From an optimization exercise on the open Yosys and OpenROAD flow, aimed at small area; shortcuts taken in it are not production practice.
In this exercise RTL edits were held to simulation tests only and were not proved equivalent to the original. No driver is modelled on the clock port, so clocking that relies on it looks cheaper here than on a real chip.

==> flow/design.v (excerpt) <==
module pellet_tracker (
  input  logic        clk,
  input  logic        rst_n,
  input  logic        frame_tick,
  input  logic        level_start,
  input  logic [9:0]  pm_xpos,
  input  logic [9:0]  pm_ypos,
  output logic [9:0]  rom_addr,
  input  logic [1:0]  rom_pellet,
  output logic        busy,
  output logic        eat_pulse,
  output logic [15:0] score,
  output logic [9:0]  pellets_left,
  output logic        level_clear,
  output logic        power_active
);
clock: 10.0 ns
lec_check: 0
abc_area: 1
cap_margin: 20
core_margin: 2
core_utilization: 65
cts_buf_list: sky130_fd_sc_hd__clkbuf_16
cts_cluster_diameter: 60
cts_cluster_size: 30
gpl_timing_driven: 0
place_density: 0.75
setup_slack_margin: 0.15
slew_margin: 20
synth_hierarchical: 1
standard.sh (not shown) runs the stock make flow with config.mk's settings and CLKGATE_MAP_FILE= SYNTH_SCRIPT=/design/flow/synth_recipe.tcl, a recipe that flattens the netlist after the stock synthesis.
==> flow/flow/run.sh <==
#!/bin/bash
set -euo pipefail
CTS="-sink_clustering_enable -repair_clock_nets -dont_use_dummy_load -sink_clustering_size 30 -sink_clustering_max_diameter 60 -buf_list sky130_fd_sc_hd__clkbuf_16"
bash standard.sh "CTS_ARGS=$CTS" finish > flow_make.log 2>&1
==> next run, changes <==
==> flow/flow/run.sh (replaced) <==
#!/bin/bash
set -euo pipefail
CTS="-sink_clustering_enable -repair_clock_nets -dont_use_dummy_load -sink_clustering_size 30 -sink_clustering_max_diameter 90 -buf_list sky130_fd_sc_hd__clkbuf_16"
bash standard.sh "CTS_ARGS=$CTS" "REMOVE_ABC_BUFFERS=1" "BUFFER_PORTS_ARGS=-buffer_cell sky130_fd_sc_hd__buf_2" finish > flow_make.log 2>&1
Core utilization came out lower by 0.85 points.
Die area does not change.
Maximum frequency stays flat.
==> next run, changes <==
CORE_UTILIZATION = 72   (was 65)
PLACE_DENSITY = 0.82   (was 0.75)
- flip-flop and latch count does not change
- setup slack gets worse by 0.098 ns
- design area rises by 0.44%
- fmax falls by 1.0%
- first-iteration DRC count rises by 24%
- global-route usage rises by 4.0 points
- clock skew falls by 0.021 ns
==> next run, changes <==
==> flow/flow/run.sh (replaced) <==
#!/bin/bash
set -euo pipefail
CTS="-sink_clustering_enable -repair_clock_nets -dont_use_dummy_load -sink_clustering_size 30 -sink_clustering_max_diameter 60 -buf_list sky130_fd_sc_hd__clkbuf_16"
bash standard.sh "CTS_ARGS=$CTS" "REMOVE_ABC_BUFFERS=1" "BUFFER_PORTS_ARGS=-buffer_cell sky130_fd_sc_hd__buf_2" finish > flow_make.log 2>&1
CORE_UTILIZATION = 65   (was 72)
PLACE_DENSITY = 0.75   (was 0.82)
- hold slack degrades by 0.087 ns
- global-route usage decreases by 3.6 points
- via count falls by 2.9%
- area after synthesis stays the same


## job 101
pellet_tracker, a different RTL version from the one above (not shown whole).
Size in the first run: roughly 4700 cells after synthesis, roughly 66 I/O pins, about 45000 um2 of cells after synthesis.
Design pellet_tracker, start of the top module:
module pellet_tracker (
  input  logic        clk,
  input  logic        rst_n,
  input  logic        frame_tick,
  input  logic        level_start,
  input  logic [9:0]  pm_xpos,
  input  logic [9:0]  pm_ypos,
  output logic [9:0]  rom_addr,
  input  logic [1:0]  rom_pellet,
  output logic        busy,
  output logic        eat_pulse,
  output logic [15:0] score,
  output logic [9:0]  pellets_left,
  output logic        level_clear,
  output logic        power_active
);
export LEC_CHECK = 0
export ABC_AREA = 1
export CAP_MARGIN = 20
export CORE_MARGIN = 2
export CORE_UTILIZATION = 65
export CTS_BUF_LIST = sky130_fd_sc_hd__clkbuf_16
export CTS_CLUSTER_DIAMETER = 60
export CTS_CLUSTER_SIZE = 30
export GPL_TIMING_DRIVEN = 0
export PLACE_DENSITY = 0.75
export SETUP_SLACK_MARGIN = 0.15
export SLEW_MARGIN = 20
export SYNTH_HIERARCHICAL = 1
create_clock -name core_clock -period 10.0 [get_ports {clk}]
run.sh (not shown) runs the stock make flow with config.mk's settings and CLKGATE_MAP_FILE= SYNTH_SCRIPT=/design/flow/synth_recipe.tcl, a recipe that flattens the netlist after the stock synthesis.
Stock flow here: none of the scripts above is used.
Job 101 did not stop at any stage, and its layout met the timing, design-rule and antenna checks.
Modified inputs, job 102 compared to job 101
# job 101
export LEC_CHECK = 0
export ABC_AREA = 1
export CAP_MARGIN = 20
export CORE_MARGIN = 2
export CORE_UTILIZATION = 65
export CTS_BUF_LIST = sky130_fd_sc_hd__clkbuf_16
export CTS_CLUSTER_DIAMETER = 60
export CTS_CLUSTER_SIZE = 30
export GPL_TIMING_DRIVEN = 0
export PLACE_DENSITY = 0.75
export SETUP_SLACK_MARGIN = 0.15
export SLEW_MARGIN = 20
export SYNTH_HIERARCHICAL = 1
create_clock -name core_clock -period 10.0 [get_ports {clk}]
# job 102
export LEC_CHECK = 0
export ABC_AREA = 1
export CAP_MARGIN = 20
export CORE_MARGIN = 2
export CORE_UTILIZATION = 55
export CTS_BUF_LIST = sky130_fd_sc_hd__clkbuf_16
export CTS_CLUSTER_DIAMETER = 60
export CTS_CLUSTER_SIZE = 30
export PLACE_DENSITY = 0.65
export SLEW_MARGIN = 20
export SYNTH_HIERARCHICAL = 1
create_clock -name core_clock -period 10.0 [get_ports {clk}]
Results
Compared with job 101, job 102 shows a higher worst clock skew.
Going from job 101 to job 102, count of non-CTS buffers in the layout grew by more than half.
[job 102] die outline width rose 23 um relative to job 101
Standard cell area after detailed placement grows by a few percent when moving from job 101 to job 102.
H-tree level count: job 102 vs job 101 identical
Count of cells along the worst register-to-register path grows by more than 10% when moving from job 101 to job 102.
Job 102 vs job 101, post-route core utilization went down by 7.3 points.
Of job 102 and job 101, it is job 102 that has the higher wire length of the first global-routing pass.

-- separate check: timing with driven ports --
The results above use ideal ports. As a check the final layouts listed here were re-extracted and re-timed, cells and wires unchanged. Step 1: set_driving_cell puts a clkbuf_16 on clk and a buf_2 on each other input, an assumption about the parent block. Step 2 moves the port delays by t, midway between the first and last clock arrival at a register: inputs arrive t later, outputs are due t later. That takes back most of the time a late clock gives input paths. a / b / c = no drivers / after step 1 / after step 2; a / b = the first two.
run | t, ns | setup WS [ns] | worst setup path at the end | clock arrival spread, ns | pins driven straight from the clock port
the first run of note 1 | 0.677 | 0.693 / 0.713 / 0.036 | input to register | 0.091 / 0.091 | 1
the second run of note 1 | 0.691 | 0.712 / 0.755 / 0.064 | input to register | 0.102 / 0.103 | 1
the third run of note 1 | 0.694 | 0.614 / 0.641 / -0.053 | input to register | 0.081 / 0.081 | 1
the fourth run of note 1 | 0.650 | 0.719 / 0.751 / 0.101 | input to register | 0.130 / 0.130 | 1
job 101 | 0.704 | 0.354 / 0.396 / -0.307 | input to register | 0.051 / 0.051 | 1
job 102 | 0.726 | 0.600 / 0.640 / -0.086 | input to register | 0.057 / 0.057 | 1
Met with ideal ports but missed after step 2: setup timing in the third run of note 1, job 101 and job 102. For job 102, which loses most, drivers alone change the setup slack by +0.040 ns; drivers and shift together by -0.686 ns.
